Context: an optimization exercise on an open-source flow, tuned for small area, a short achievable clock period and few clock cycles. The choices shown serve that exercise and are no tape-out recipe.
Where RTL was checked, it was by simulation tests only, not by an equivalence proof against the original.
No functional check of the RTL was part of runs 5 and 6.
Power is estimated from default activity; no workload was simulated.

### flow/design.v
package riscv_pkg;
    localparam logic [6:0] OP_R      = 7'b0110011;
    localparam logic [6:0] OP_I      = 7'b0010011;
    localparam logic [6:0] OP_LOAD   = 7'b0000011;
    localparam logic [6:0] OP_STORE  = 7'b0100011;
    localparam logic [6:0] OP_BRANCH = 7'b1100011;
    localparam logic [6:0] OP_SYSTEM = 7'b1110011;
    localparam logic [2:0] F3_ADD  = 3'b000;
    localparam logic [2:0] F3_SLT  = 3'b010;
    localparam logic [2:0] F3_OR   = 3'b110;
    localparam logic [2:0] F3_AND  = 3'b111;
    localparam logic [2:0] F3_BEQ  = 3'b000;
    localparam logic [2:0] F3_WORD = 3'b010;
    localparam logic [6:0] F7_BASE = 7'b0000000;
    localparam logic [6:0] F7_SUB  = 7'b0100000;
endpackage
import riscv_pkg::*;
module prefix_add #(
    parameter int W = 32
) (
    input  logic [W-1:0] a,
    input  logic [W-1:0] b,
    input  logic         ci,
    output logic [W-1:0] s
);
    logic [W-1:0] p, g, gg, pp, gn, pn;
    always_comb begin
        p  = a ^ b;
        g  = a & b;
        gg = g;
        gg[0] = g[0] | (p[0] & ci);
        pp = p;
        for (int d = 1; d < W; d = d * 2) begin
            gn = gg;
            pn = pp;
            for (int i = d; i < W; i++) begin
                gn[i] = gg[i] | (pp[i] & gg[i-d]);
                pn[i] = pp[i] & pp[i-d];
            end
            gg = gn;
            pp = pn;
        end
        s = p ^ {gg[W-2:0], ci};
    end
endmodule
module datapath_alu #(
    parameter int XLEN = 32
) (
    input  logic            sub_i,
    input  logic            and_i,
    input  logic            or_i,
    input  logic            slt_i,
    input  logic [XLEN-1:0] a_i,
    input  logic [XLEN-1:0] b_i,
    output logic [XLEN-1:0] y_o,
    output logic [XLEN-1:0] sum_o
);
    logic [XLEN-1:0] sum;
    logic            lt;
    prefix_add #(.W(XLEN)) u_add (
        .a  (a_i),
        .b  (sub_i ? ~b_i : b_i),
        .ci (sub_i),
        .s  (sum)
    );
    assign sum_o = sum;
    assign lt  = (a_i[XLEN-1] != b_i[XLEN-1]) ? a_i[XLEN-1] : sum[XLEN-1];
    assign y_o = and_i ? (a_i & b_i) :
                 or_i  ? (a_i | b_i) :
                 slt_i ? {{(XLEN-1){1'b0}}, lt} :
                         sum;
endmodule
import riscv_pkg::*;
module multicycle_datapath #(
    parameter int              XLEN     = 32,
    parameter int              NREG     = 32,
    parameter logic [XLEN-1:0] RESET_PC = '0
) (
    input  logic            clk,
    input  logic            reset,
    output logic            mem_req,
    output logic            mem_we,
    output logic [XLEN-1:0] mem_addr,
    output logic [XLEN-1:0] mem_wdata,
    input  logic            mem_ready,
    input  logic [XLEN-1:0] mem_rdata,
    output logic [XLEN-1:0] pc_out,
    output logic            retire,
    output logic            halted,
    output logic            illegal
);
    function automatic logic is_legal(input logic [6:0] opc, input logic [2:0] f3,
                                      input logic [6:0] f7);
        case (opc)
            OP_R:              is_legal = (f3 == F3_ADD && (f7 == F7_BASE || f7 == F7_SUB)) ||
                                          (f7 == F7_BASE && (f3 == F3_SLT || f3 == F3_OR || f3 == F3_AND));
            OP_I:              is_legal = f3 == F3_ADD || f3 == F3_OR || f3 == F3_AND;
            OP_LOAD, OP_STORE: is_legal = f3 == F3_WORD;
            OP_BRANCH:         is_legal = f3 == F3_BEQ;
            OP_SYSTEM:         is_legal = 1'b1;
            default:           is_legal = 1'b0;
        endcase
    endfunction
    localparam int RW = $clog2(NREG);
    logic            req_q, reqm_q, we_q;     
    logic            rpend_q;                 
    logic [XLEN-1:1] pc_f_q;                  
    logic            d_valid_q, d_pred_q;
    logic [31:0]     d_ir_q;
    logic [3:0]      d_s1h_q, d_s2h_q;        
    logic [7:0]      d_s1l_q, d_s2l_q;        
    logic            e_valid_q;
    logic [XLEN-1:1] e_pc_q;                  
    logic [XLEN-1:0] e_a_q, e_b_q;
    logic [11:0]     e_imm_q;                 
    logic [4:0]      e_rd_q, e_rs1_q, e_rs2_q;
    logic            e_sel_imm_q, e_fwd_a_q, e_fwd_b_q;
    logic            e_sub_q, e_and_q, e_or_q, e_slt_q;
    logic            e_wb_q, e_ld_q, e_st_q, e_br_q, e_pred_q, e_halt_q, e_ill_q;
    logic            m_valid_q, m_st_q;
    logic [XLEN-1:2] m_addr_q;
    logic [XLEN-1:0] m_wdata_q;
    logic [4:0]      m_rd_q;
    logic            w_we_q;
    logic [4:0]      w_rd_q;
    logic [XLEN-1:0] w_q;
    logic            retire_q, halted_q, illegal_q;
    logic [XLEN-1:1] pc_out_q;
    logic [XLEN-1:0] regs_q [1:NREG-1];
    logic            run_q;                   
    logic hold, f_acc, m_acc;
    assign hold  = req_q && !mem_ready;       
    assign f_acc = req_q && !reqm_q && mem_ready;
    assign m_acc = req_q && reqm_q && mem_ready;
    logic [XLEN-1:0] op_a, op_r2, alu_b, alu_y, alu_sum;
    logic [XLEN-1:1] e_pc4, e_pcb, e_npc, e_alt;
    logic            e_mem, e_eq, e_mis, e_stop, e_done, e_misp, e_takes_d, m_start;
    assign op_a  = e_fwd_a_q ? w_q : e_a_q;
    assign op_r2 = e_fwd_b_q ? w_q : e_b_q;
    assign alu_b = e_sel_imm_q ? {{(XLEN-12){e_imm_q[11]}}, e_imm_q} : op_r2;
    datapath_alu #(.XLEN(XLEN)) u_alu (
        .sub_i (e_sub_q),
        .and_i (e_and_q),
        .or_i  (e_or_q),
        .slt_i (e_slt_q),
        .a_i   (op_a),
        .b_i   (alu_b),
        .y_o   (alu_y),
        .sum_o (alu_sum)
    );
    prefix_add #(.W(XLEN-1)) u_pcb (
        .a  (e_pc_q),
        .b  ({{(XLEN-13){e_imm_q[11]}}, e_imm_q}),
        .ci (1'b0),
        .s  (e_pcb)
    );
    assign e_pc4     = e_pc_q + 1'b1 + 1'b1;
    assign e_eq      = e_fwd_a_q ? (e_fwd_b_q || w_q == e_b_q) :
                       e_fwd_b_q ? e_a_q == w_q : e_a_q == e_b_q;
    assign e_npc     = (e_br_q && e_eq) ? e_pcb : e_pc4;
    assign e_alt     = rpend_q ? e_pc_q : e_pred_q ? e_pc4 : e_pcb;
    assign e_mem     = e_ld_q | e_st_q;
    assign e_mis     = e_mem && (op_a[1:0] + e_imm_q[1:0]) != 2'b00;
    assign e_stop    = e_valid_q && !m_valid_q && (e_halt_q || e_mis);
    assign e_done    = e_valid_q && !m_valid_q && !e_halt_q && !e_mis;
    assign e_misp    = e_done && e_br_q && (e_eq != e_pred_q);
    assign e_takes_d = !m_valid_q && (!e_valid_q || e_done);
    assign m_start   = e_done && e_mem;
    logic            redirect, d_accept, d_load, halt_set, m_valid_n;
    logic [31:0]     w;
    logic            w_take, w_pred;
    logic [11:0]     w_lo;                    
    logic [XLEN-1:1] pc_f4;
    assign redirect = rpend_q || e_misp;
    assign d_accept = !d_valid_q || e_takes_d;
    assign d_load   = f_acc && !redirect && d_accept;
    assign pc_f4    = pc_f_q + 1'b1 + 1'b1;
    assign w      = mem_rdata[31:0];
    assign w_take = w[6:0] == OP_BRANCH && w[14:12] == F3_BEQ && (w[31] || w[19:15] == w[24:20]);
    prefix_add #(.W(12)) u_wlo (
        .a  (pc_f_q[12:1]),
        .b  ({w[31], w[7], w[30:25], w[11:8]}),
        .ci (1'b0),
        .s  (w_lo)
    );
    logic w_c11, w_cout;
    assign w_c11  = w_lo[11] ^ pc_f_q[12] ^ w[31];
    assign w_cout = (pc_f_q[12] && w[31]) || ((pc_f_q[12] ^ w[31]) && w_c11);
    assign w_pred = w_take && (w_cout == w[31]);
    assign halt_set  = e_stop && !hold;
    assign m_valid_n = (m_valid_q && !m_acc) || m_start;
    logic [6:0]      d_opc, d_f7;
    logic [2:0]      d_f3;
    logic [4:0]      d_rd, d_rs1, d_rs2;
    logic [XLEN-1:0] d_a, d_b, d_immb;
    logic            d_legal, d_is_r, d_is_i, d_is_ld, d_is_st, d_is_br, d_is_sys;
    assign d_opc = d_ir_q[6:0];
    assign d_rd  = d_ir_q[11:7];
    assign d_f3  = d_ir_q[14:12];
    assign d_rs1 = d_ir_q[19:15];
    assign d_rs2 = d_ir_q[24:20];
    assign d_f7  = d_ir_q[31:25];
    assign d_immb = {{(XLEN-13){d_ir_q[31]}}, d_ir_q[31], d_ir_q[7], d_ir_q[30:25],
                     d_ir_q[11:8], 1'b0};
    assign d_legal  = is_legal(d_opc, d_f3, d_f7);
    assign d_is_r   = d_opc == OP_R;
    assign d_is_i   = d_opc == OP_I;
    assign d_is_ld  = d_opc == OP_LOAD;
    assign d_is_st  = d_opc == OP_STORE;
    assign d_is_br  = d_opc == OP_BRANCH;
    assign d_is_sys = d_opc == OP_SYSTEM;
    logic [XLEN-1:0] rf_a, rf_b;
    always_comb begin
        rf_a = '0;
        rf_b = '0;
        for (int i = 1; i < NREG; i++) begin
            rf_a = rf_a | ({XLEN{d_s1h_q[i/8] && d_s1l_q[i%8]}} & regs_q[i]);
            rf_b = rf_b | ({XLEN{d_s2h_q[i/8] && d_s2l_q[i%8]}} & regs_q[i]);
        end
    end
    assign d_a = (w_we_q && w_rd_q == d_rs1) ? w_q : rf_a;
    assign d_b = (w_we_q && w_rd_q == d_rs2) ? w_q : rf_b;
    assign mem_req   = req_q;
    assign mem_we    = we_q;
    assign mem_addr  = reqm_q ? {m_addr_q, 2'b00} : {pc_f_q, 1'b0};
    assign mem_wdata = m_wdata_q;
    assign pc_out    = {pc_out_q, 1'b0};
    assign retire    = retire_q;
    assign halted    = halted_q;
    assign illegal   = illegal_q;
    always_ff @(posedge clk or negedge reset) begin
        if (!reset) begin
            req_q     <= 1'b0;
            reqm_q    <= 1'b0;
            we_q      <= 1'b0;
            rpend_q   <= 1'b0;
            pc_f_q    <= RESET_PC[XLEN-1:1];
            e_pc_q    <= RESET_PC[XLEN-1:1];
            d_valid_q <= 1'b0;
            e_valid_q <= 1'b0;
            m_valid_q <= 1'b0;
            w_we_q    <= 1'b0;
            retire_q  <= 1'b0;
            halted_q  <= 1'b0;
            illegal_q <= 1'b0;
        end else begin
            if (!hold) begin
                req_q  <= m_valid_n || !(halted_q || halt_set);
                reqm_q <= m_valid_n;
                we_q   <= m_valid_n && (m_valid_q ? m_st_q : e_st_q);
            end
            rpend_q   <= redirect && hold;
            if (redirect && !hold)
                pc_f_q <= e_alt;
            else if (d_load)
                pc_f_q <= w_pred ? {pc_f_q[XLEN-1:13], w_lo} : pc_f4;
            if (d_load)                d_valid_q <= 1'b1;
            else if (e_misp || e_takes_d) d_valid_q <= 1'b0;
            if (e_misp)                e_valid_q <= 1'b0;
            else if (e_takes_d)        e_valid_q <= d_valid_q;
            if (e_done)                e_pc_q    <= e_npc;
            m_valid_q <= m_valid_n;
            w_we_q    <= e_done && e_wb_q;
            retire_q  <= e_done;
            if (halt_set) begin
                halted_q  <= 1'b1;
                illegal_q <= e_ill_q || e_mis;
            end
        end
    end
    always_ff @(posedge clk) begin
        pc_out_q <= e_pc_q;
        w_q      <= alu_y;
        w_rd_q   <= e_rd_q;
        if (d_load) begin
            d_ir_q   <= w;
            for (int j = 0; j < 4; j++) begin
                d_s1h_q[j] <= w[19:18] == j[1:0];
                d_s2h_q[j] <= w[24:23] == j[1:0];
            end
            for (int j = 0; j < 8; j++) begin
                d_s1l_q[j] <= w[17:15] == j[2:0];
                d_s2l_q[j] <= w[22:20] == j[2:0];
            end
            d_pred_q <= w_pred;
        end
        if (e_takes_d && d_valid_q) begin
            e_a_q       <= d_a;
            e_b_q       <= d_b;
            e_imm_q     <= d_is_st ? {d_f7, d_rd} : d_is_br ? d_immb[12:1] : d_ir_q[31:20];
            e_rd_q      <= d_rd;
            e_rs1_q     <= d_rs1;
            e_rs2_q     <= d_rs2;
            e_sel_imm_q <= !(d_is_r || d_is_br);
            e_fwd_a_q   <= e_valid_q && e_wb_q && e_rd_q == d_rs1;
            e_fwd_b_q   <= e_valid_q && e_wb_q && e_rd_q == d_rs2;
            e_sub_q     <= d_is_r && (d_f7 == F7_SUB || d_f3 == F3_SLT);
            e_and_q     <= (d_is_r || d_is_i) && d_f3 == F3_AND;
            e_or_q      <= (d_is_r || d_is_i) && d_f3 == F3_OR;
            e_slt_q     <= d_is_r && d_f3 == F3_SLT;
            e_wb_q      <= d_legal && (d_is_r || d_is_i) && d_rd != '0;
            e_ld_q      <= d_legal && d_is_ld;
            e_st_q      <= d_legal && d_is_st;
            e_br_q      <= d_legal && d_is_br;
            e_pred_q    <= d_pred_q;
            e_halt_q    <= !d_legal || d_is_sys;
            e_ill_q     <= !d_legal;
        end else if (m_acc && m_rd_q != '0) begin
            if (m_rd_q == e_rs1_q) e_a_q <= mem_rdata;
            if (m_rd_q == e_rs2_q) e_b_q <= mem_rdata;
        end
        if (!m_valid_q) begin
            m_st_q    <= e_st_q;
            m_addr_q  <= alu_sum[XLEN-1:2];
            m_wdata_q <= op_r2;
            m_rd_q    <= e_ld_q ? e_rd_q : '0;
        end
    end
    logic            rf_we;
    logic [4:0]      rf_wa;
    logic [XLEN-1:0] rf_wd;
    assign rf_we = m_valid_q ? (m_acc && m_rd_q != '0) : w_we_q;
    assign rf_wa = m_valid_q ? m_rd_q : w_rd_q;
    assign rf_wd = m_valid_q ? mem_rdata : w_q;
    always_ff @(posedge clk or negedge reset) begin
        if (!reset) run_q <= 1'b0;
        else        run_q <= 1'b1;
    end
    always_ff @(posedge clk) begin
        for (int i = 1; i < NREG; i++)
            if (!run_q || (rf_we && rf_wa == i[4:0])) regs_q[i] <= run_q ? rf_wd : '0;
    end
endmodule
### flow/run.sh
#!/bin/bash
# synth_recipe.tcl (not shown) runs the flow's synth.tcl, then flattens the netlist and writes it again
# the make line also repeats each setting of config.mk as NAME=value (left out here)
make -C /OpenROAD-flow-scripts/flow DESIGN_CONFIG=/design/flow/config.mk WORK_HOME=/design/flow/orfs CLKGATE_MAP_FILE= SYNTH_SCRIPT=/design/flow/synth_recipe.tcl finish
### flow/config.mk
export PLATFORM = sky130hd
export DESIGN_NAME = multicycle_datapath
export DESIGN_NICKNAME = multicycle_datapath
export VERILOG_FILES = /design/flow/design.v
export SDC_FILE = /design/flow/constraint.sdc
export NUM_CORES = 4
export LEC_CHECK = 0
export CAP_MARGIN = 20
export CORE_MARGIN = 2
export CORE_UTILIZATION = 35
export PLACE_DENSITY = 0.45
export SETUP_SLACK_MARGIN = 4
export SLEW_MARGIN = 20
export TNS_END_PERCENT = 5
### flow/constraint.sdc
create_clock -name core_clock -period 8.0 [get_ports {clk}]
set_input_delay 1.6000 -clock core_clock [delete_from_list [all_inputs] [get_ports {clk}]]
set_output_delay 1.6000 -clock core_clock [all_outputs]
set_load 0.01 [all_outputs]
==> results of run 1 <==
cells by family (layout without fill, tap and decap cells):
family,after synthesis,in the layout
XOR/XNOR,207,207
adder cells (fa/ha/maj),79,79
buffers and inverters,488,743
flip-flops,1364,1364
other,2,17
multiplexers,165,166
AO/OA/AOI/OAI,1685,1687
AND/OR/NAND/NOR,1119,1121
power by group:
group / internal (mW) / total [mW] / switching, mW
clock: 4.23 / 7.36 / 3.13
sequential: 10.3 / 12.1 / 1.85
combinational: 3.23 / 9.63 / 6.41
metal layers:
layer | up-vias | wire, µm
met4 | 22 | 23330
met2 | 4766 | 146200
li1 | 20865 | -
met5 | - | 146
met3 | 1292 | 43760
met1 | 26834 | 122200
flip-flops by register name, indices dropped and copies added (netlist names), 4 cells and up:
register / flops
regs_q: 992
d_ir_q: 32
e_a_q: 32
e_b_q: 32
m_wdata_q: 32
w_q: 32
e_pc_q: 31
pc_f_q: 31
pc_out_q: 31
m_addr_q: 30
e_imm_q: 12
d_s1l_q: 8
d_s2l_q: 8
e_rd_q: 5
e_rs1_q: 5
e_rs2_q: 5
m_rd_q: 5
w_rd_q: 5
d_s1h_q: 4
d_s2h_q: 4
stage by stage:
| stage | hold slack [ns] | cells |
|---|---|---|
| final | 0.4552 | 7769 |
| after floorplan | 0.3716 | 5110 |
| after detailed placement | 0.4311 | 7406 |
| after global placement | 0.4343 | 7405 |
| after CTS | 0.4511 | 7722 |
| after global routing | 0.4620 | 7756 |
Yosys cell counts (8+ instances only):
cell type and count:
clkbuf_1 331, a211oi_1 13, dfxtp_1 69, a21oi_1 186
buf_2 10, and4_1 8, a221oi_1 159, o21ai_0 318
mux2_4 8, and2_0 10, a21o_1 35, and3_1 33
o211ai_1 11, edfxtp_1 1221, xnor2_1 119, o21a_1 14
nor2_1 183, buf_1 55, nor4_1 19, a31oi_1 26
a22o_1 152, o21bai_1 8, nor2b_1 20, nor3b_1 8
a22oi_1 598, nand3_1 175, ha_1 76, nand2b_1 16
nand4_1 208, a222oi_1 64, dfrtp_1 74, o31ai_1 9
and2_1 77, nor3_1 114, xor2_1 88, inv_1 85
mux2i_1 94, mux2_2 61, nand2_1 209
critical path, stage by stage:
cell and delay [ns]:
clkdlybuf4s50_1 0.62, nand3_1 0.22, a21oi_1 0.24, mux2_2 0.32, nand2_1 0.38, o21ai_4 0.90
buf_4 0.62
layout make-up:
cell class                 instances  share of cell area, %
timing repair buffer             374                  4.505
antenna                           14                0.04646
tap                             2385                  3.958
clock buffer                     207                  5.678
sequential                      1364                  52.92
inverter                          86                 0.4414
clock inverter                    76                  1.130
multi-input combinational       3263                  31.32
worst paths after layout:
kind | to | slack, ns | cells after the start
setup / recovery | regs_q[17][21]$_DFFE_PP_ | 3.50 | 7
hold / removal | e_imm_q[11]$_DFFE_PP_ | 0.46 | 0
min in group asynchronous | e_pc_q[28]$_DFFE_PN0P_ | 0.61 | 1
max in group asynchronous | m_valid_q$_DFF_PN0_ | 6.08 | 2
setup reg to reg | e_a_q[19]$_DFFE_PP_ | 3.55 | 8
hold reg to reg | e_imm_q[11]$_DFFE_PP_ | 0.46 | 0
repair_timing:
action	CTS	global route
hold buffers	0	0
pin swaps	4	29
gates cloned	6	2
buffers inserted	27	31
endpoints found under the setup margin	957	968
resized for setup	47	102
==> run summary, run 1 <==
----------------------------------------------------
[Setup path]
  CP Max Fanout ... 20
  Launching element of the worst setup path ... mem_ready
  Launching point of the worst reg2reg path ... d_ir_q[17]$_DFFE_PP_
  Data required time of the worst path ... 8.45 ns
  Arrival time worst endpoint ... 4.95 ns
  Crit start category ... primary input
  Type of element capturing the critical path ... flop
  Category of the critical setup timing path ... in -> reg

[Logic synthesis]
  Fraction of synthesis flops using an asynchronous set or reset pin ... 5.425%
  Cell taking the most area after synthesis ... edfxtp_1
  Area contributors post-synth ... edfxtp_1, a22oi_1, dfrtp_1
  Post-synthesis mux area share ... 2.766%
  Count of synthesis-stage warnings from yosys ... 5
  Parity-gate share of the synthesized area counting xor and xnor cells ... 2.825%
  Post-synthesis instance area ... 64,180 µm²
  Adder-cell share of the synthesized area ... 1.575%
  Share of the yosys chip area belonging to registers ... 62.17%
  Area share of the largest cell type after synthesis ... 57.13%
  Combinational family with the most area after synthesis ... compound AO/OA/AOI/OAI gates
  Yosys cell types ... 90
  Synthesized instance count ... 5,109
  Seq cells post-synth ... 1,364
  Area fraction in compound gates after synthesis ... 18.76%
  Number of enable flip-flop cells after synthesis ... 1,221
  Mean instance size in the synthesized netlist ... 12.56 µm²
  Dominant synthesized flop cell ... edfxtp_1
  Post-Synth Simple-Gate Area ... 8.970%

[Route]
  Vias ... 53.78k
  Vias per cell ... 6.922
  Drc violations ... 0
  DRC violation total after the first TritonRoute iteration ... 10.12k
  Number of iterations in the first detailed-routing pass ... 7
  Routed wire length ... 335,700 µm
  Number of nets with antenna violations after routing ... 0
  Routed WL per cell ... 43.21 µm

[Finish]
  Area taken by multi-input logic gates ... 23,620 µm²
  Relative area change from synthesis to final layout ... 17.49%
  Storage element area ... 39,900 µm²
  Proportion of layout cells with a drive suffix above 1 ... 14.19%
  Fin util ... 41.27%
  Most common cell after layout, fill and taps aside ... edfxtp_1
  Final Instance Area ... 75,400 µm²
  Filler cells ... 17.04k
  Most used cells in the layout excluding fill and tap cells ... edfxtp_1, a22oi_1, o21ai_0
  Net count, final ... 5,358

[Clocking]
  Number of H-tree branching levels ... 4
  Insertion delay to the later sink of the worst-skew pair ... 0.84 ns
  Number of buffers added by the clock tree synthesis step ... 155
  CTS tree ... yes
  Number of sinks handled by clock tree synthesis ... 1,364
  Root cell of the clock tree ... clkbuf_16
  Bufs on Longest Clock Path ... 3
  Clock transition at the registers of the reported paths ... 0.06 ns

[Floorplanning]
  Initial Util ... 35.13%
  Top-level port count ... 136
  Horizontal die dimension ... 432.2 µm
  Cell Rows ... 157
  Die outline height ... 432.2 µm
  Placeable core region ... 182,700 µm²
  Die area ... 186,800 µm²

[STA]
  Final Hold Fails ... 0
  Final WS setup ... 3.499 ns
  Maximum clock frequency ... 222.2 MHz
  Period Utilization, post-route ... 56.26%
  Fin. max-slew vios ... 0
  Setup TNS ... 0 ns
  RSZ-0062 raised after global routing ... true
  Max Clock Skew ... 0.04495 ns
  Setup-violating endpoint count in the final report ... 0
  Relative slew slack ... 18.17%
  Slew at the pin closest to its max-slew limit ... 1.227 ns
  Post-layout min period ... 4.501 ns

[Pwr]
  Areal power density over the cells ... 386.1 nW/µm²
  Peak supply drop ... 0.2494 mV
  Power after layout ... 29.12 mW
  Static leakage ... 26.18 nW

[Status]
  Status ... finished clean

[Place]
  GPL Wtd Cong ... 0.9356
  Post-place setup slack ... 2.421 ns
  Detailed placer's ending HPWL ... 203,400 µm
  Total of buffers placed on input and output ports ... 133
  Area post-placement ... 68,930 µm²

[GRT]
  Met2 Usage GRT ... 53.13%
  Total global routing track utilization ... 35.04%
  Met3 Track Usage GR ... 11.97%
  Largest net degree at the start of global routing ... 101
  GR Util met1 ... 43.51%
  Antenna violations before repair ... 29
  Via count of the first global-routing pass ... 50.80k
  Aggregate global routing overflow ... 0
  Most used routing layer in global routing ... met2
  Wire length of the first global-routing pass ... 447,400 µm

[Job]
  Number of max-capacitance violations reported ... 0

[Min path]
  Critical hold path startpoint ... d_ir_q[31]$_DFFE_PP_
  Min-Delay Path Class ... reg -> reg

----------------------------------------------------
Testbench counts, summed over its fixed seeds: cycles 45,162.
==> run 2, diff against run 1 <==
--- a/flow/config.mk
+++ b/flow/config.mk
@@ -8,7 +8,8 @@
 export CAP_MARGIN = 20
 export CORE_MARGIN = 2
 export CORE_UTILIZATION = 35
+export CTS_BUF_LIST = sky130_fd_sc_hd__clkbuf_8
 export PLACE_DENSITY = 0.45
-export SETUP_SLACK_MARGIN = 4
+export SETUP_SLACK_MARGIN = 5
 export SLEW_MARGIN = 20
 export TNS_END_PERCENT = 5
==> run 2 against run 1 <==
Effect of this change: sequential power barely moved; area after synthesis did not move; non-clock buffer count rose by 48; sequential cell count did not move; die area did not move; critical path depth rose by 8; cell count rose by 2.5%; wire length rose by 1.4%; power fell by 1.7%.
==> run summary, run 2 <==
----------------------------------------------------
[STA]
  Relative slew slack ... 16.73%
  Final Hold Fails ... 0
  Final WS setup ... 4.022 ns
  Setup TNS ... 0 ns
  Maximum clock frequency ... 251.4 MHz
  RSZ-0062 raised after global routing ... true
  Period Utilization, post-route ... 49.73%
  Max Clock Skew ... 0.07312 ns
  Post-layout min period ... 3.978 ns
  Fin. max-slew vios ... 0
  Setup-violating endpoint count in the final report ... 0
  Slew at the pin closest to its max-slew limit ... 1.214 ns

[Finish]
  Proportion of layout cells with a drive suffix above 1 ... 17.54%
  Relative area change from synthesis to final layout ... 18.56%
  Most common cell after layout, fill and taps aside ... edfxtp_1
  Fin util ... 41.65%
  Largest register by flop count ... regs_q
  Net count, final ... 5,490
  Most used cells in the layout excluding fill and tap cells ... edfxtp_1, a22oi_1, o21ai_0
  Number of flip-flops in the largest register ... 992
  Filler cells ... 17.04k

[Route]
  DRC violation total after the first TritonRoute iteration ... 10.99k
  Routed wire length ... 340,500 µm
  Number of iterations in the first detailed-routing pass ... 9
  Vias per cell ... 6.878
  Routed WL per cell ... 42.76 µm
  Vias ... 54.77k
  Number of nets with antenna violations after routing ... 0
  Drc violations ... 0

[Setup path]
  Category of the critical setup timing path ... reg -> reg
  Arrival time worst endpoint ... 4.89 ns
  CP Max Fanout ... 14
  Crit start category ... flop
  Type of element capturing the critical path ... flop
  Data required time of the worst path ... 8.91 ns
  Cell count of the worst reg-to-reg path ... 15

[GRT]
  Total global routing track utilization ... 35.40%
  Aggregate global routing overflow ... 0
  Largest net degree at the start of global routing ... 82
  Most used routing layer in global routing ... met2
  Wire length of the first global-routing pass ... 452,200 µm
  Met3 Track Usage GR ... 11.17%
  Via count of the first global-routing pass ... 51.57k
  Met2 Usage GRT ... 54.20%
  Antenna violations before repair ... 18
  GR Util met1 ... 44.48%

[Place]
  Post-place setup slack ... 2.548 ns
  Total of buffers placed on input and output ports ... 133
  GPL Wtd Cong ... 0.9076
  Detailed placer's ending HPWL ... 196,500 µm

[Logic synthesis]
  Cell taking the most area after synthesis ... edfxtp_1
  Mean instance size in the synthesized netlist ... 12.56 µm²
  Area share of the largest cell type after synthesis ... 57.13%
  Commonest cells in the netlist ... edfxtp_1, a22oi_1, clkbuf_1
  Share of the yosys chip area belonging to registers ... 62.17%
  Area contributors post-synth ... edfxtp_1, a22oi_1, dfrtp_1
  Count of synthesis-stage warnings from yosys ... 5
  Yosys cell types ... 90
  Synthesized instance count ... 5,109
  Fraction of synthesis flops using an asynchronous set or reset pin ... 5.425%
  Dominant synthesized flop cell ... edfxtp_1
  Most frequent cell after synthesis ... edfxtp_1
  Seq cells post-synth ... 1,364
  Number of enable flip-flop cells after synthesis ... 1,221
  Post-synthesis instance area ... 64,180 µm²

[Floorplanning]
  Initial Util ... 35.13%
  Horizontal die dimension ... 432.2 µm
  Cell Rows ... 157
  Die area ... 186,800 µm²
  Die outline height ... 432.2 µm
  Placeable core region ... 182,700 µm²
  Top-level port count ... 136

[Clocking]
  CTS tree ... yes
  Number of sinks handled by clock tree synthesis ... 1,364
  Number of buffers added by the clock tree synthesis step ... 234
  Insertion delay to the later sink of the worst-skew pair ... 1.04 ns
  Number of H-tree branching levels ... 4
  Bufs on Longest Clock Path ... 3
  Clock transition at the registers of the reported paths ... 0.07 ns
  Root cell of the clock tree ... clkbuf_8

[Min path]
  Worst hold path depth ... 0
  Min-Delay Path Class ... reg -> reg

[Pwr]
  Areal power density over the cells ... 376.2 nW/µm²
  Static leakage ... 26.92 nW
  Power after layout ... 28.62 mW
  Peak supply drop ... 0.1621 mV

[Job]
  Number of max-capacitance violations reported ... 0

[Status]
  Status ... finished clean

----------------------------------------------------
-- run 2: changes by cell type in the layout (fill, tap and decap cells not counted), sizes merged, moves of 13 or more --
cell | before | now
buf | 239 | 299
clkbuf | 208 | 247
clkdlybuf4s15 | 0 | 13
clkdlybuf4s50 | 132 | 97
clkinv | 54 | 83
inv | 88 | 169
-- run 2: cells by family (layout without fill, tap and decap cells) --
logic type      count (synthesis)  after routing  synth area share [%]
mux                           165            166                 2.766
simple gates                 1119           1126                 8.970
buf+inv                       488            937                 2.920
fa+ha+maj                      79             79                 1.575
xor+xnor                      207            207                 2.825
other cells                     2             12               0.01170
compound gates               1685           1687                 18.76
flops                        1364           1364                 62.17
-- run 2: worst paths after layout --
check                                     from                   to  slack, ns
min reg2reg                 d_pred_q$_DFFE_PP_   e_pred_q$_DFFE_PP_       0.42
min                         d_pred_q$_DFFE_PP_   e_pred_q$_DFFE_PP_       0.42
max reg2reg                e_fwd_b_q$_DFFE_PP_       w_q[0]$_DFF_P_       4.02
max in group asynchronous                reset  m_valid_q$_DFF_PN0_       6.30
min in group asynchronous                reset   retire_q$_DFF_PN0_       0.60
max                        e_fwd_b_q$_DFFE_PP_       w_q[0]$_DFF_P_       4.02
-- run 2: worst max-delay path, stage by stage, from the launching register on --
cell and delay, ns:
edfxtp_1 0.40, buf_4 0.17, bufbuf_16 0.29, mux2_4 0.34, o21ai_4 0.22, xnor2_2 0.16, ha_4 0.24, or2_4 0.25
a21oi_2 0.13, a21oi_2 0.05, a221o_1 0.39, a311oi_4 0.37, o31ai_4 0.14, nor4_2 0.31, nor3_2 0.12, o41a_1 0.33
-- run 2: report_power, final --
group / internal [mW] / total, mW / switching [mW]
registers: 10.3 / 12.0 / 1.74
logic: 3.49 / 10.2 / 6.69
clock network: 3.27 / 6.44 / 3.17
total: 17.0 / 28.6 / 11.6
-- run 2: metrics by stage --
stage               area (µm²)  hold slack (ns)  cells
floorplan                64480           0.3716   5110
global placement         68880           0.4115   7397
detailed placement       68940           0.4062   7398
CTS                      75360           0.4182   7921
global route             76070           0.4302   7955
finish                   76090           0.4166   7963
-- run 2: layout make-up --
class | instances | area, µm² | area share [%]
Antenna cell | 9 | 22.52 | 0.02960
Clock buffer | 245 | 3372 | 4.432
Clock inverter | 184 | 1216 | 1.598
Inverter | 86 | 331.6 | 0.4358
Multi-Input combinational cell | 3268 | 24160 | 31.75
Sequential cell | 1364 | 39910 | 52.45
Tap cell | 2385 | 2984 | 3.922
Timing Repair Buffer | 422 | 4098 | 5.385
-- run 2: per-layer routing --
metal | vias up | routed length [µm]
met1 | 27624 | 125000
li1 | 21154 | -
met3 | 1238 | 43190
met2 | 4733 | 150100
met5 | - | 183
met4 | 20 | 22010
-- run 2: repair_timing --
item | CTS | global route
gates resized for setup | 289 | 91
endpoints found under the setup margin | 1469 | 1435
hold buffers | 0 | 0
cloned | 22 | 0
setup buffers | 72 | 32
pin swaps | 52 | 52
==> run 3, diff against run 2 <==
--- a/flow/config.mk
+++ b/flow/config.mk
@@ -8,7 +8,7 @@
 export CAP_MARGIN = 20
 export CORE_MARGIN = 2
 export CORE_UTILIZATION = 35
-export CTS_BUF_LIST = sky130_fd_sc_hd__clkbuf_8
+export CTS_BUF_LIST = sky130_fd_sc_hd__clkbuf_4 sky130_fd_sc_hd__clkbuf_8
 export PLACE_DENSITY = 0.45
 export SETUP_SLACK_MARGIN = 5
 export SLEW_MARGIN = 20
==> run 3 against run 2 <==
Effect of this change: combinational power hardly changed; die area stayed put; final area is 0.82% higher; first-iteration DRC count is 3.8% lower; sequential cell count stayed put.
==> run summary, run 3 <==
----------------------------------------------------
[Finish]
  Net count, final ... 5,509
  Relative area change from synthesis to final layout ... 19.53%
  Area taken by multi-input logic gates ... 24,230 µm²
  Largest register by flop count ... regs_q
  Number of flip-flops in the largest register ... 992
  Proportion of layout cells with a drive suffix above 1 ... 19.18%
  Storage element area ... 39,910 µm²
  Filler cells ... 17.00k
  Most used cells in the layout excluding fill and tap cells ... edfxtp_1, a22oi_1, o21ai_0
  Most common cell after layout, fill and taps aside ... edfxtp_1
  Final Instance Area ... 76,710 µm²

[Setup path]
  Type of element capturing the critical path ... flop
  Arrival time worst endpoint ... 4.78 ns
  CP Max Fanout ... 24
  Crit start category ... flop
  Category of the critical setup timing path ... reg -> reg
  Data required time of the worst path ... 8.76 ns

[GRT]
  Wire length of the first global-routing pass ... 452,500 µm
  Antenna violations before repair ... 18
  Aggregate global routing overflow ... 0
  Total global routing track utilization ... 35.41%
  Via count of the first global-routing pass ... 51.67k
  Largest net degree at the start of global routing ... 82

[Pwr]
  Peak supply drop ... 0.1617 mV
  Power dissipated by switching net loads ... 11.65 mW
  Share of power burned in the clock network ... 23.4%
  Cell-internal power ... 17.49 mW
  Flop pwr share ... 41.2%
  Switching share of total power ... 39.97%
  Static leakage ... 26.98 nW
  Areal power density over the cells ... 379.9 nW/µm²
  Gate power share ... 35.4%

[Logic synthesis]
  Parity-gate share of the synthesized area counting xor and xnor cells ... 2.825%
  Seq cells post-synth ... 1,364
  Post-synthesis mux area share ... 2.766%
  Post-synthesis instance area ... 64,180 µm²
  Adder-cell share of the synthesized area ... 1.575%
  Count of synthesis-stage warnings from yosys ... 5
  Fraction of synthesis flops using an asynchronous set or reset pin ... 5.425%
  Post-Synth Simple-Gate Area ... 8.970%
  Cell taking the most area after synthesis ... edfxtp_1
  Most frequent cell after synthesis ... edfxtp_1
  Synthesized instance count ... 5,109
  Area share of the largest cell type after synthesis ... 57.13%
  Mean instance size in the synthesized netlist ... 12.56 µm²
  Area contributors post-synth ... edfxtp_1, a22oi_1, dfrtp_1
  Combinational family with the most area after synthesis ... compound AO/OA/AOI/OAI gates
  Area fraction in compound gates after synthesis ... 18.76%
  Number of enable flip-flop cells after synthesis ... 1,221
  Share of the yosys chip area belonging to registers ... 62.17%
  Yosys cell types ... 90
  Commonest cells in the netlist ... edfxtp_1, a22oi_1, clkbuf_1
  Dominant synthesized flop cell ... edfxtp_1

[Route]
  Drc violations ... 0
  Vias per cell ... 6.885
  Vias ... 54.93k
  Routed WL per cell ... 42.82 µm
  Number of nets with antenna violations after routing ... 0
  Routed wire length ... 341,600 µm
  DRC violation total after the first TritonRoute iteration ... 10.57k
  Number of iterations in the first detailed-routing pass ... 12

[STA]
  Slew at the pin closest to its max-slew limit ... 1.251 ns
  Relative slew slack ... 16.58%
  Max Clock Skew ... 0.07622 ns
  Fin. max-slew vios ... 0
  Maximum clock frequency ... 249.0 MHz
  Period Utilization, post-route ... 50.19%
  RSZ-0062 raised after global routing ... true
  Setup TNS ... 0 ns
  Final Hold Fails ... 0
  Setup-violating endpoint count in the final report ... 0
  Post-layout min period ... 4.015 ns

[Floorplanning]
  Placeable core region ... 182,700 µm²
  Initial Util ... 35.13%
  Top-level port count ... 136
  Cell Rows ... 157
  Die outline height ... 432.2 µm
  Horizontal die dimension ... 432.2 µm
  Die area ... 186,800 µm²

[Place]
  Total of buffers placed on input and output ports ... 133
  Detailed placer's ending HPWL ... 196,500 µm
  GPL Wtd Cong ... 0.9076
  Area post-placement ... 68,940 µm²

[Clocking]
  Clock transition at the registers of the reported paths ... 0.07 ns
  Bufs on Longest Clock Path ... 3
  Root cell of the clock tree ... clkbuf_8
  Insertion delay to the later sink of the worst-skew pair ... 1.05 ns
  CTS tree ... yes
  Number of buffers added by the clock tree synthesis step ... 234
  # hold bufs at CTS ... 0
  Number of sinks handled by clock tree synthesis ... 1,364
  Number of H-tree branching levels ... 4

[Job]
  Number of max-capacitance violations reported ... 0

[Min path]
  Min-Delay Path Class ... reg -> reg

[Status]
  Status ... finished clean

----------------------------------------------------
run 3: cell counts after synthesis:
No cell type changed its count.
run 3: final timing paths:
kind / from / endpoint / slack (ns) / cells after the start
min: d_pred_q$_DFFE_PP_ / e_pred_q$_DFFE_PP_ / 0.42 / 0
max: d_ir_q[24]$_DFFE_PP_ / e_b_q[23]$_DFFE_PP_ / 3.98 / 8
min reg2reg: d_pred_q$_DFFE_PP_ / e_pred_q$_DFFE_PP_ / 0.42 / 0
max reg2reg: d_ir_q[24]$_DFFE_PP_ / e_b_q[23]$_DFFE_PP_ / 3.98 / 8
max in group asynchronous: reset / m_valid_q$_DFF_PN0_ / 6.31 / 2
min in group asynchronous: reset / retire_q$_DFF_PN0_ / 0.59 / 1
run 3: repair_timing:
| item | 4_1_cts | 5_1_grt |
|---|---|---|
| setup endpoints to repair | 1469 | 1437 |
| cloned | 23 | 5 |
| gates resized for setup | 291 | 103 |
| buffers inserted | 79 | 38 |
| pin swaps | 49 | 56 |
run 3: per-stage QoR:
stage | hold WS [ns] | worst slack (ns) | total power, mW | util, % | std cells
5_1_grt | 0.4306 | 3.939 | 29.90 | 41.98 | 7974
6_report | 0.4168 | 3.985 | 29.14 | 41.99 | 7978
3_3_place_gp | 0.4115 | 2.559 | 21.01 | 37.71 | 7397
3_5_place_dp | 0.4062 | 2.548 | 20.93 | 37.74 | 7398
4_1_cts | 0.4182 | 4.069 | 28.30 | 41.50 | 7929
2_1_floorplan | 0.3716 | 4.238 | 16.29 | - | 5110
run 3: final cells by class:
| cell class | instances | area share, % |
|---|---|---|
| diodes | 5 | 0.01631 |
| multi-input cells | 3269 | 31.59 |
| clock inverters | 104 | 1.194 |
| well taps | 2385 | 3.890 |
| inverters | 86 | 0.4371 |
| clock buffers | 325 | 5.179 |
| flip-flops and latches | 1364 | 52.02 |
| repair buffers | 440 | 5.674 |
run 3: cell families (layout without fill, tap and decap cells):
logic type	Yosys count	in the layout
other cells	2	8
buf+inv	488	955
mux	165	166
compound gates	1685	1687
simple gates	1119	1127
fa+ha+maj	79	79
xor+xnor	207	207
flops	1364	1364
run 3: power groups by stage:
stage	sequential (mW)	combinational [mW]	clock, mW
4_1_cts	11.9	9.49	6.86
2_1_floorplan	11.2	5.10	0
6_report	12.0	10.3	6.82
3_3_place_gp	12.1	8.89	0
3_5_place_dp	12.1	8.87	0
5_1_grt	12.1	10.7	7.14
run 3: per-layer routing:
layer / vias to the layer above / share of wire, % / track usage, %
met5: - / 0.079 / 0.3643
met4: 31 / 6.5 / 18.86
met3: 1239 / 12 / 11.06
met2: 4693 / 44 / 54.36
met1: 27783 / 37 / 44.56
li1: 21179 / - / -
run 3: worst max-delay path: stages (launching register included):
cell	delay [ns]
edfxtp_1	0.55
xor2_1	0.20
nor4_1	0.46
nand3_4	0.92
nand4_1	0.32
nor3_1	0.12
nand4_1	0.42
o21ai_0	0.20
o21ai_0	0.55
==> run 4, diff against run 3 <==
--- a/flow/config.mk
+++ b/flow/config.mk
@@ -8,7 +8,6 @@
 export CAP_MARGIN = 20
 export CORE_MARGIN = 2
 export CORE_UTILIZATION = 35
-export CTS_BUF_LIST = sky130_fd_sc_hd__clkbuf_4 sky130_fd_sc_hd__clkbuf_8
 export PLACE_DENSITY = 0.45
 export SETUP_SLACK_MARGIN = 5
 export SLEW_MARGIN = 20
==> run 4 against run 3 <==
Effect of this change: highest routed layer unchanged; wire length hardly changed; global-route usage hardly changed; count of clock-buffer cells in the layout is 126 lower; first-iteration DRC count is 0.44% lower.
==> run summary, run 4 <==
----------------------------------------------------
[STA]
  Max Clock Skew ... 0.08193 ns
  Setup-violating endpoint count in the final report ... 0
  Setup TNS ... 0 ns
  Slew at the pin closest to its max-slew limit ... 1.233 ns
  Post-layout min period ... 3.970 ns
  Fin. max-slew vios ... 0
  Period Utilization, post-route ... 49.62%
  Fin Hold WS ... 0.4465 ns
  Final Hold Fails ... 0
  Relative slew slack ... 17.82%
  RSZ-0062 raised after global routing ... true
  Maximum clock frequency ... 251.9 MHz

[Logic synthesis]
  Area contributors post-synth ... edfxtp_1, a22oi_1, dfrtp_1
  Fraction of synthesis flops using an asynchronous set or reset pin ... 5.425%
  Area share of the largest cell type after synthesis ... 57.13%
  Synthesized instance count ... 5,109
  Share of the yosys chip area belonging to registers ... 62.17%
  Count of synthesis-stage warnings from yosys ... 5
  Yosys cell types ... 90
  Number of enable flip-flop cells after synthesis ... 1,221
  Cell taking the most area after synthesis ... edfxtp_1
  Mean instance size in the synthesized netlist ... 12.56 µm²
  Most frequent cell after synthesis ... edfxtp_1
  Seq cells post-synth ... 1,364
  Post-synthesis instance area ... 64,180 µm²
  Dominant synthesized flop cell ... edfxtp_1
  Commonest cells in the netlist ... edfxtp_1, a22oi_1, clkbuf_1

[Route]
  DRC violation total after the first TritonRoute iteration ... 10.52k
  Number of iterations in the first detailed-routing pass ... 11
  Number of nets with antenna violations after routing ... 0
  Vias ... 54.63k
  Drc violations ... 0
  Routed WL per cell ... 43.59 µm
  Routed wire length ... 341,700 µm
  Vias per cell ... 6.969

[Floorplanning]
  Die outline height ... 432.2 µm
  Top-level port count ... 136
  Cell Rows ... 157
  Horizontal die dimension ... 432.2 µm
  Die area ... 186,800 µm²
  Initial Util ... 35.13%
  Placeable core region ... 182,700 µm²

[Finish]
  Filler cells ... 16.88k
  Most common cell after layout, fill and taps aside ... edfxtp_1
  Number of flip-flops in the largest register ... 992
  Area taken by multi-input logic gates ... 24,100 µm²
  Post-Layout Cell Count ... 7,839
  Proportion of layout cells with a drive suffix above 1 ... 16.08%
  Relative area change from synthesis to final layout ... 19.36%
  Most used cells in the layout excluding fill and tap cells ... edfxtp_1, a22oi_1, o21ai_0
  Largest register by flop count ... regs_q
  Storage element area ... 39,910 µm²
  Net count, final ... 5,426

[Setup path]
  Data required time of the worst path ... 8.73 ns
  Register-to-register setup slack ... 4.03 ns
  Arrival time worst endpoint ... 4.70 ns
  CP Max Fanout ... 7
  FF-to-FF End ... w_q[0]$_DFF_P_
  Type of element capturing the critical path ... flop
  Crit start category ... flop
  Launching point of the worst reg2reg path ... e_fwd_b_q$_DFFE_PP_
  Category of the critical setup timing path ... reg -> reg
  Cell count of the worst reg-to-reg path ... 16

[Min path]
  Min-Delay Path Class ... reg -> reg
  Worst hold path depth ... 0
  Worst Hold Path EP ... e_pred_q$_DFFE_PP_
  Critical hold path startpoint ... d_pred_q$_DFFE_PP_

[Job]
  Number of max-capacitance violations reported ... 0

[Clocking]
  Insertion delay to the later sink of the worst-skew pair ... 0.87 ns
  # hold bufs at CTS ... 0
  Number of buffers added by the clock tree synthesis step ... 158
  CTS tree ... yes
  Bufs on Longest Clock Path ... 3
  Number of H-tree branching levels ... 4
  Root cell of the clock tree ... clkbuf_16
  Number of sinks handled by clock tree synthesis ... 1,364
  Clock transition at the registers of the reported paths ... 0.06 ns

[GRT]
  Aggregate global routing overflow ... 0
  Total global routing track utilization ... 35.37%
  Antenna violations before repair ... 18
  Largest net degree at the start of global routing ... 82
  Via count of the first global-routing pass ... 51.09k
  Wire length of the first global-routing pass ... 451,200 µm

[Place]
  GPL Wtd Cong ... 0.9076
  Number of instances in the placed design ... 7,398
  Detailed placer's ending HPWL ... 196,500 µm
  Total of buffers placed on input and output ports ... 133

[Status]
  Status ... finished clean

[Pwr]
  Peak supply drop ... 0.1674 mV
  Static leakage ... 26.75 nW
  Areal power density over the cells ... 382.4 nW/µm²

----------------------------------------------------
[run 4: power by group]
part / total, mW / leakage, nW / switching [mW] / internal (mW)
Sequential: 12.0 / 13.8 / 1.75 / 10.3
Clock: 7.10 / 2.39 / 3.18 / 3.92
Combinational: 10.2 / 10.6 / 6.68 / 3.50
[run 4: final cells by class]
cell class                 count  area share (%)
sequential                  1364           52.10
multi-input combinational   3267           31.46
timing repair buffer         435           5.624
clock buffer                 199           5.455
tap                         2385           3.896
clock inverter                90          0.9849
inverter                      86          0.4361
antenna                       13         0.04247
[run 4: worst max-delay path, cell delays in order, from the launching register on]
cell	delay, ns
edfxtp_1	0.40
buf_6	0.14
buf_12	0.13
mux2_4	0.32
mux2i_4	0.22
xnor2_1	0.10
ha_1	0.38
a21oi_2	0.18
nor2b_1	0.07
o21ai_2	0.20
a21oi_2	0.10
a221o_1	0.39
a311oi_4	0.36
o31ai_4	0.15
nor4_4	0.28
nor3_4	0.10
o41a_1	0.33
[run 4: cells by family after synthesis]
| family | after synthesis | synth area share, % |
|---|---|---|
| AOI/OAI and AO/OA | 1685 | 18.76 |
| DFF | 1364 | 62.17 |
| and+or+nand+nor | 1119 | 8.970 |
| buffers and inverters | 488 | 2.920 |
| xor gates and xnor gates | 207 | 2.825 |
| muxes | 165 | 2.766 |
| adders and majority gates | 79 | 1.575 |
| other | 2 | 0.01170 |
[run 4: worst max path at each step]
stage / start / to / slack, ns / cells after the start
finish: e_fwd_b_q$_DFFE_PP_ / w_q[0]$_DFF_P_ / 4.03 / 16
CTS: e_fwd_b_q$_DFFE_PP_ / w_q[28]$_DFF_P_ / 4.11 / 16
global placement: e_fwd_a_q$_DFFE_PP_ / pc_f_q[30]$_DFFE_PN0P_ / 2.56 / 14
floorplan: e_imm_q[11]$_DFFE_PP_ / w_q[0]$_DFF_P_ / 4.24 / 15
detailed placement: e_fwd_a_q$_DFFE_PP_ / pc_f_q[19]$_DFFE_PN0P_ / 2.55 / 14
global route: e_fwd_b_q$_DFFE_PP_ / w_q[21]$_DFF_P_ / 3.88 / 18
[run 4: timing repair]
item,CTS,global route
buffers inserted,82,29
gates resized for setup,226,85
cloned,19,8
pin swaps,52,41
endpoints found under the setup margin,1544,1502
[run 4: per-stage QoR]
step	power, mW	setup slack, ns	util [%]	area (µm²)
after floorplan	16.29	4.238	-	64480
after global placement	21.01	2.559	37.71	68880
after detailed placement	20.93	2.548	37.74	68940
after CTS	28.52	4.107	41.50	75810
after global routing	30.01	3.876	41.92	76580
final	29.29	4.030	41.93	76600
[run 4: routing by layer]
metal  vias up  GRT usage (%)  part of all wire [%]
met5         -         0.8847                 0.036
met3      1264          11.25                    13
met2      4752          54.36                    44
met1     27587          44.25                    37
li1      21009              -                     -
met4        16          18.93                   6.6
==> run 5, diff against run 4 <==
--- a/flow/design.v
+++ b/flow/design.v
@@ -113,7 +113,8 @@
     logic [XLEN-1:1] e_pc_q;                  
     logic [XLEN-1:0] e_a_q, e_b_q;
     logic [11:0]     e_imm_q;                 
-    logic [4:0]      e_rd_q, e_rs1_q, e_rs2_q;
+    logic [4:0]      e_rd_q;
+    logic            e_fix_a_q, e_fix_b_q;    
     logic            e_sel_imm_q, e_fwd_a_q, e_fwd_b_q;
     logic            e_sub_q, e_and_q, e_or_q, e_slt_q;
     logic            e_wb_q, e_ld_q, e_st_q, e_br_q, e_pred_q, e_halt_q, e_ill_q;
@@ -289,8 +290,8 @@
             e_b_q       <= d_b;
             e_imm_q     <= d_is_st ? {d_f7, d_rd} : d_is_br ? d_immb[12:1] : d_ir_q[31:20];
             e_rd_q      <= d_rd;
-            e_rs1_q     <= d_rs1;
-            e_rs2_q     <= d_rs2;
+            e_fix_a_q   <= e_valid_q && e_ld_q && e_rd_q == d_rs1 && d_rs1 != '0;
+            e_fix_b_q   <= e_valid_q && e_ld_q && e_rd_q == d_rs2 && d_rs2 != '0;
             e_sel_imm_q <= !(d_is_r || d_is_br);
             e_fwd_a_q   <= e_valid_q && e_wb_q && e_rd_q == d_rs1;
             e_fwd_b_q   <= e_valid_q && e_wb_q && e_rd_q == d_rs2;
@@ -305,9 +306,9 @@
             e_pred_q    <= d_pred_q;
             e_halt_q    <= !d_legal || d_is_sys;
             e_ill_q     <= !d_legal;
-        end else if (m_acc && m_rd_q != '0) begin
-            if (m_rd_q == e_rs1_q) e_a_q <= mem_rdata;
-            if (m_rd_q == e_rs2_q) e_b_q <= mem_rdata;
+        end else if (m_acc) begin
+            if (e_fix_a_q) e_a_q <= mem_rdata;
+            if (e_fix_b_q) e_b_q <= mem_rdata;
         end
         if (!m_valid_q) begin
             m_st_q    <= e_st_q;
==> run 5 against run 4 <==
Effect of this change: register-to-register slack worse by 0.17 ns; sequential power hardly changed; combinational power is 5% lower; highest routed layer unchanged; hold slack better by 0.029 ns; setup slack worse by 0.17 ns; still clean; critical path depth is 6 lower; synthesized cell count is 1.3% lower; global-route usage is 0.085 points lower; clock power is 2% higher; count of clock-buffer cells in the layout is 3 higher; cell count is 0.94% lower.
==> run summary, run 5 <==
----------------------------------------------------
[Status]
  Status ... finished clean

[Route]
  Number of iterations in the first detailed-routing pass ... 9
  Number of nets with antenna violations after routing ... 0
  Vias per cell ... 6.928
  Routed wire length ... 337,200 µm
  Routed WL per cell ... 43.43 µm
  Drc violations ... 0
  Vias ... 53.79k
  DRC violation total after the first TritonRoute iteration ... 10.41k

[Finish]
  Final Instance Area ... 75,830 µm²
  Filler cells ... 16.69k
  Fin util ... 41.96%
  Largest register by flop count ... regs_q
  Most used cells in the layout excluding fill and tap cells ... edfxtp_1, a22oi_1, o21ai_0
  Number of flip-flops in the largest register ... 992
  Relative area change from synthesis to final layout ... 19.04%
  Post-Layout Cell Count ... 7,765
  Most common cell after layout, fill and taps aside ... edfxtp_1
  Net count, final ... 5,370
  Proportion of layout cells with a drive suffix above 1 ... 16.09%
  Storage element area ... 39,670 µm²
  Area taken by multi-input logic gates ... 23,600 µm²

[Pwr]
  Switching share of total power ... 38.84%
  Share of power burned in the clock network ... 25.2%
  Areal power density over the cells ... 379.4 nW/µm²
  Flop pwr share ... 41.0%
  Peak supply drop ... 0.1950 mV
  Power after layout ... 28.77 mW
  Power dissipated by switching net loads ... 11.17 mW
  Static leakage ... 26.72 nW
  Gate power share ... 33.8%
  Cell-internal power ... 17.59 mW

[Logic synthesis]
  Yosys cell types ... 84
  Share of the yosys chip area belonging to registers ... 62.26%
  Area share of the largest cell type after synthesis ... 57.18%
  Most frequent cell after synthesis ... edfxtp_1
  Number of enable flip-flop cells after synthesis ... 1,213
  Post-synthesis instance area ... 63,700 µm²
  Seq cells post-synth ... 1,356
  Synthesized instance count ... 5,042
  Fraction of synthesis flops using an asynchronous set or reset pin ... 5.457%
  Commonest cells in the netlist ... edfxtp_1, a22oi_1, o21ai_0
  Count of synthesis-stage warnings from yosys ... 5
  Dominant synthesized flop cell ... edfxtp_1
  Cell taking the most area after synthesis ... edfxtp_1
  Mean instance size in the synthesized netlist ... 12.63 µm²
  Area contributors post-synth ... edfxtp_1, a22oi_1, dfrtp_1

[Place]
  Area post-placement ... 68,620 µm²
  Number of instances in the placed design ... 7,347
  Post-place setup slack ... 2.378 ns
  Total of buffers placed on input and output ports ... 133
  Detailed placer's ending HPWL ... 201,200 µm
  GPL Wtd Cong ... 0.9138

[STA]
  Slew at the pin closest to its max-slew limit ... 1.090 ns
  Relative slew slack ... 25.26%
  Setup-violating endpoint count in the final report ... 0
  Setup TNS ... 0 ns
  Final WS setup ... 3.858 ns
  Max Clock Skew ... 0.04807 ns
  Final Hold Fails ... 0
  RSZ-0062 raised after global routing ... true
  Period Utilization, post-route ... 51.78%
  Fin. max-slew vios ... 0
  Fin Hold WS ... 0.4759 ns
  Post-layout min period ... 4.142 ns
  Maximum clock frequency ... 241.4 MHz

[Clocking]
  Root cell of the clock tree ... clkbuf_16
  Bufs on Longest Clock Path ... 3
  Number of H-tree branching levels ... 4
  Number of buffers added by the clock tree synthesis step ... 155
  Number of sinks handled by clock tree synthesis ... 1,356
  Insertion delay to the later sink of the worst-skew pair ... 0.84 ns
  Clock transition at the registers of the reported paths ... 0.06 ns
  CTS tree ... yes

[Setup path]
  Launching point of the worst reg2reg path ... w_rd_q[3]$_DFF_P_
  CP Max Fanout ... 31
  Cells along the critical path ... xor2_1 -> nor4_1 -> nand3_4 -> buf_4 -> buf_4 -> nand4_1 -> nor3_1 -> nand4_1 -> o21ai_0 -> o21ai_0
  Slowest CP cell ... nand4_1
  Register-to-register setup slack ... 3.86 ns
  FF-to-FF End ... e_a_q[23]$_DFFE_PP_
  Arrival time worst endpoint ... 4.68 ns
  Data required time of the worst path ... 8.53 ns
  Crit start category ... flop
  Crit-path max cell delay ... 0.63 ns
  Type of element capturing the critical path ... flop
  Category of the critical setup timing path ... reg -> reg
  Endpoint of the most critical setup path ... e_a_q[23]$_DFFE_PP_
  Cell count of the worst reg-to-reg path ... 10
  Launching element of the worst setup path ... w_rd_q[3]$_DFF_P_

[GRT]
  Total global routing track utilization ... 35.29%
  Met2 Usage GRT ... 53.44%
  Met3 Track Usage GR ... 11.27%
  Via count of the first global-routing pass ... 50.08k
  Wire length of the first global-routing pass ... 447,700 µm
  Antenna violations before repair ... 22
  Aggregate global routing overflow ... 0
  Largest net degree at the start of global routing ... 68
  Most used routing layer in global routing ... met2
  GR Util met1 ... 44.72%

[Job]
  Number of max-capacitance violations reported ... 0

[Floorplanning]
  Cell Rows ... 156
  Die outline height ... 430.6 µm
  Placeable core region ... 180,700 µm²
  Top-level port count ... 136
  Initial Util ... 35.24%
  Die area ... 185,400 µm²
  Horizontal die dimension ... 430.6 µm

[Min path]
  Min-Delay Path Class ... reg -> reg

----------------------------------------------------
run 5: power groups by stage:
stage | clock network [mW] | logic, mW | registers (mW)
after global routing | 7.56 | 10.1 | 11.9
final | 7.26 | 9.73 | 11.8
after detailed placement | 0 | 8.70 | 11.8
after floorplan | 0 | 4.89 | 11.0
after global placement | 0 | 8.73 | 11.9
after CTS | 7.29 | 9.13 | 11.7
run 5: layout make-up:
class                   instances  area share (%)
inverters                      88          0.4686
clock inverters                82           1.134
multi-input cells            3213           31.12
diodes                         12         0.03960
clock buffers                 202           5.517
well taps                    2370           3.910
repair buffers                440           5.479
repair inverters                2         0.02145
flip-flops and latches       1356           52.31
run 5: timing repair:
item | 4_1_cts | 5_1_grt
pin swaps | 59 | 31
gates cloned | 13 | 2
gates resized for setup | 180 | 71
buffers inserted | 73 | 33
hold buffers | 0 | 0
setup endpoints to repair | 1745 | 1523
run 5: kinds of logic after synthesis:
family	share of synthesized area [%]
muxes	2.899
adders and majority gates	1.587
buffers and inverters	2.860
xor gates and xnor gates	2.612
other	0.01179
and+or+nand+nor	9.120
DFF	62.26
AOI/OAI and AO/OA	18.65
run 5: worst min path at each step:
stage | slack (ns) | from | to | cells past startpoint
3_3_place_gp | 0.44 | d_pred_q$_DFFE_PP_ | e_pred_q$_DFFE_PP_ | 0
6_report | 0.48 | e_pc_q[31]$_DFFE_PN0P_ | pc_out_q[31]$_DFF_P_ | 0
4_1_cts | 0.46 | d_pred_q$_DFFE_PP_ | e_pred_q$_DFFE_PP_ | 0
2_1_floorplan | 0.37 | e_pc_q[15]$_DFFE_PN0P_ | pc_out_q[15]$_DFF_P_ | 0
5_1_grt | 0.49 | d_ir_q[31]$_DFFE_PP_ | e_imm_q[11]$_DFFE_PP_ | 0
3_5_place_dp | 0.42 | d_pred_q$_DFFE_PP_ | e_pred_q$_DFFE_PP_ | 0
run 5: worst max-delay path, delay by kind of cell, from the launching register on:
family / cells / cell delay [ns]
XOR/XNOR: 1 / 0.19
flip-flops: 1 / 0.58
buffers and inverters: 2 / 1.16
AO/OA/AOI/OAI: 2 / 0.38
AND/OR/NAND/NOR: 5 / 1.47
run 5: per-layer routing:
metal	wire length (µm)	up-vias
li1	-	20818
met1	125000	27123
met2	146300	4599
met3	42140	1242
met4	23580	12
met5	130	-
==> run 6, diff against run 5 <==
--- a/flow/config.mk
+++ b/flow/config.mk
@@ -8,6 +8,7 @@
 export CAP_MARGIN = 20
 export CORE_MARGIN = 2
 export CORE_UTILIZATION = 35
+export CTS_BUF_LIST = sky130_fd_sc_hd__clkbuf_8
 export PLACE_DENSITY = 0.45
 export SETUP_SLACK_MARGIN = 5
 export SLEW_MARGIN = 20
==> run 6 against run 5 <==
Effect of this change: largest power group unchanged; non-clock buffer count rose by 50; largest cell class unchanged; combinational power rose by 2.5%; cell count rose by 2.5%; synthesized cell count did not move.
==> run summary, run 6 <==
----------------------------------------------------
[Setup path]
  FF-to-FF End ... e_a_q[19]$_DFFE_PP_
  Launching element of the worst setup path ... d_s1h_q[2]$_DFFE_PP_
  Cell count of the worst reg-to-reg path ... 9
  Launching point of the worst reg2reg path ... d_s1h_q[2]$_DFFE_PP_
  Register-to-register setup slack ... 3.71 ns
  Data required time of the worst path ... 8.66 ns
  Arrival time worst endpoint ... 4.95 ns
  Category of the critical setup timing path ... reg -> reg
  Crit start category ... flop
  Type of element capturing the critical path ... flop
  CP Max Fanout ... 24

[Place]
  Total of buffers placed on input and output ports ... 133
  Detailed placer's ending HPWL ... 201,200 µm
  GPL Wtd Cong ... 0.9138

[STA]
  Final Hold Fails ... 0
  Fin Hold WS ... 0.4502 ns
  Slew at the pin closest to its max-slew limit ... 1.314 ns
  Fin. max-slew vios ... 0
  Max Clock Skew ... 0.08328 ns
  Relative slew slack ... 11.47%
  Setup-violating endpoint count in the final report ... 0
  Post-layout min period ... 4.293 ns
  Setup TNS ... 0 ns
  Maximum clock frequency ... 232.9 MHz
  Period Utilization, post-route ... 53.66%
  RSZ-0062 raised after global routing ... true

[Floorplanning]
  Cell Rows ... 156
  Top-level port count ... 136
  Horizontal die dimension ... 430.6 µm
  Die area ... 185,400 µm²
  Placeable core region ... 180,700 µm²
  Initial Util ... 35.24%
  Die outline height ... 430.6 µm

[Pwr]
  Areal power density over the cells ... 371.0 nW/µm²
  Gate power share ... 35.3%
  Peak supply drop ... 0.1762 mV
  Cell-internal power ... 16.88 mW
  Flop pwr share ... 41.8%
  Power dissipated by switching net loads ... 11.33 mW
  Static leakage ... 27.19 nW
  Share of power burned in the clock network ... 22.8%
  Switching share of total power ... 40.16%

[GRT]
  Antenna violations before repair ... 28
  Total global routing track utilization ... 35.52%
  Via count of the first global-routing pass ... 51.28k
  Aggregate global routing overflow ... 0
  Wire length of the first global-routing pass ... 451,500 µm
  Largest net degree at the start of global routing ... 68

[Finish]
  Most common cell after layout, fill and taps aside ... edfxtp_1
  Largest register by flop count ... regs_q
  Proportion of layout cells with a drive suffix above 1 ... 18.45%
  Area taken by multi-input logic gates ... 23,670 µm²
  Storage element area ... 39,670 µm²
  Most used cells in the layout excluding fill and tap cells ... edfxtp_1, a22oi_1, buf_4
  Net count, final ... 5,498
  Number of flip-flops in the largest register ... 992
  Filler cells ... 16.78k
  Relative area change from synthesis to final layout ... 19.39%

[Job]
  Number of max-capacitance violations reported ... 0

[Clocking]
  Clock transition at the registers of the reported paths ... 0.07 ns
  Number of H-tree branching levels ... 4
  CTS tree ... yes
  # hold bufs at CTS ... 0
  Insertion delay to the later sink of the worst-skew pair ... 1.06 ns
  Root cell of the clock tree ... clkbuf_8
  Number of sinks handled by clock tree synthesis ... 1,356
  Bufs on Longest Clock Path ... 3
  Number of buffers added by the clock tree synthesis step ... 233

[Route]
  Vias ... 54.72k
  Routed WL per cell ... 42.75 µm
  Drc violations ... 0
  Vias per cell ... 6.872
  Number of nets with antenna violations after routing ... 0
  Number of iterations in the first detailed-routing pass ... 10
  DRC violation total after the first TritonRoute iteration ... 10.24k
  Routed wire length ... 340,300 µm

[Logic synthesis]
  Share of the yosys chip area belonging to registers ... 62.26%
  Seq cells post-synth ... 1,356
  Area share of the largest cell type after synthesis ... 57.18%
  Commonest cells in the netlist ... edfxtp_1, a22oi_1, o21ai_0
  Count of synthesis-stage warnings from yosys ... 5
  Dominant synthesized flop cell ... edfxtp_1
  Post-synthesis instance area ... 63,700 µm²
  Synthesized instance count ... 5,042
  Yosys cell types ... 84
  Mean instance size in the synthesized netlist ... 12.63 µm²
  Fraction of synthesis flops using an asynchronous set or reset pin ... 5.457%
  Most frequent cell after synthesis ... edfxtp_1
  Number of enable flip-flop cells after synthesis ... 1,213
  Cell taking the most area after synthesis ... edfxtp_1
  Area contributors post-synth ... edfxtp_1, a22oi_1, dfrtp_1

[Min path]
  Critical hold path startpoint ... d_pred_q$_DFFE_PP_
  Worst hold path depth ... 0
  Worst Hold Path EP ... e_pred_q$_DFFE_PP_
  Min-Delay Path Class ... reg -> reg

[Status]
  Status ... finished clean

----------------------------------------------------
run 6: worst max-delay path: stages, from the launching register on:
cell and delay (ns):
edfxtp_1 0.52, and2_2 0.65, buf_4 0.72, a22o_1 0.24, a221oi_1 0.06, nand3_1 0.14, nor3_1 0.06, nand4_1 0.34
o21ai_0 0.17, o21ai_0 1.03
run 6: cell families (layout without fill, tap and decap cells):
kind of cell | count (synthesis) | after routing | synth area share (%)
flops | 1356 | 1356 | 62.26
fa+ha+maj | 79 | 79 | 1.587
xor+xnor | 190 | 190 | 2.612
buf+inv | 476 | 1009 | 2.860
mux | 171 | 171 | 2.899
other cells | 2 | 17 | 0.01179
compound gates | 1658 | 1658 | 18.65
simple gates | 1110 | 1112 | 9.120
run 6: area by class of cell:
class / count / area share (%)
Antenna cell: 14 / 0.04607
Clock buffer: 241 / 4.361
Clock inverter: 188 / 1.691
Inverter: 88 / 0.4672
Multi-Input combinational cell: 3213 / 31.12
Sequential cell: 1356 / 52.17
Tap cell: 2370 / 3.899
Timing Repair Buffer: 490 / 6.229
Timing Repair inverter: 2 / 0.02139
run 6: worst max-delay path by stage:
stage	to	slack (ns)	depth (start not counted)
final	e_a_q[19]$_DFFE_PP_	3.71	9
after global routing	w_q[29]$_DFF_P_	3.88	15
after CTS	mem_addr[7]	4.01	4
after detailed placement	pc_f_q[22]$_DFFE_PN0P_	2.38	12
after global placement	pc_f_q[22]$_DFFE_PN0P_	2.37	12
after floorplan	pc_f_q[28]$_DFFE_PN0P_	3.92	13
run 6: metrics by stage:
step	cells	area (µm²)	setup WS, ns	util [%]	total power, mW
2_1_floorplan	5043	63920	3.920	-	15.89
3_3_place_gp	7346	68570	2.369	37.94	20.60
3_5_place_dp	7347	68620	2.378	37.96	20.51
4_1_cts	7903	75200	4.008	41.60	27.54
5_1_grt	7950	76020	3.876	42.06	29.02
6_report	7962	76050	3.707	42.08	28.21
run 6: timing repair:
item	4_1_cts	5_1_grt
pin swaps	52	33
endpoints found under the hold margin	0	0
resized for setup	230	72
endpoints found under the setup margin	1662	1461
buffers inserted	110	38
gates cloned	17	5
run 6: power by group through the flow:
stage / Sequential [mW] / Combinational, mW / Clock (mW)
2_1_floorplan: 11.0 / 4.89 / 0
3_3_place_gp: 11.9 / 8.73 / 0
3_5_place_dp: 11.8 / 8.70 / 0
4_1_cts: 11.7 / 9.32 / 6.50
5_1_grt: 11.9 / 10.3 / 6.80
6_report: 11.8 / 9.97 / 6.44
run 6: routing by layer:
metal | routed length [µm] | up-vias | global-route usage, %
li1 | - | 21118 | -
met1 | 122800 | 27323 | 44.31
met2 | 146900 | 4931 | 53.28
met3 | 45380 | 1317 | 12.44
met4 | 24970 | 28 | 20.62
met5 | 267 | - | 0

[static timing again, ports no longer ideal]
The results above use ideal ports. As a check the final layouts listed here were re-extracted and re-timed, cells and wires unchanged. Step 1 assumes that a clkbuf_16 drives the clock port and a buf_2 every other input. Step 2 adds t to the input delays and takes it off the output delays; t is the mean of the earliest and latest rising clock arrival at the registers after step 1. Input paths then give back, and output paths get back, about the clock's delay inside the block. Three values: ideal, step 1, step 2; two values: the first two.
run	shift t [ns]	setup WS [ns]	worst hold slack (ns)	slew at the worst register clock pin (ns)	worst slew at a driven data input, ns
run 1	0.903	3.499 / 3.546 / 2.654	0.455 / 0.455 / 0.455	0.07 / 0.07	0.07
run 2	1.099	4.022 / 4.022 / 3.198	0.417 / 0.417 / 0.417	0.07 / 0.07	0.07
run 3	1.099	3.984 / 3.984 / 3.230	0.417 / 0.417 / 0.417	0.07 / 0.07	0.07
run 4	0.919	4.030 / 4.030 / 3.510	0.446 / 0.446 / 0.446	0.06 / 0.06	0.07
run 5	0.898	3.858 / 3.858 / 3.262	0.476 / 0.476 / 0.476	0.07 / 0.07	0.14
run 6	1.103	3.707 / 3.707 / 3.022	0.450 / 0.449 / 0.450	0.07 / 0.07	0.14
After both steps setup and hold are still met in every run listed. The setup slack of run 1, which loses most, moves by +0.047 ns with the drivers and by -0.845 ns with both steps.
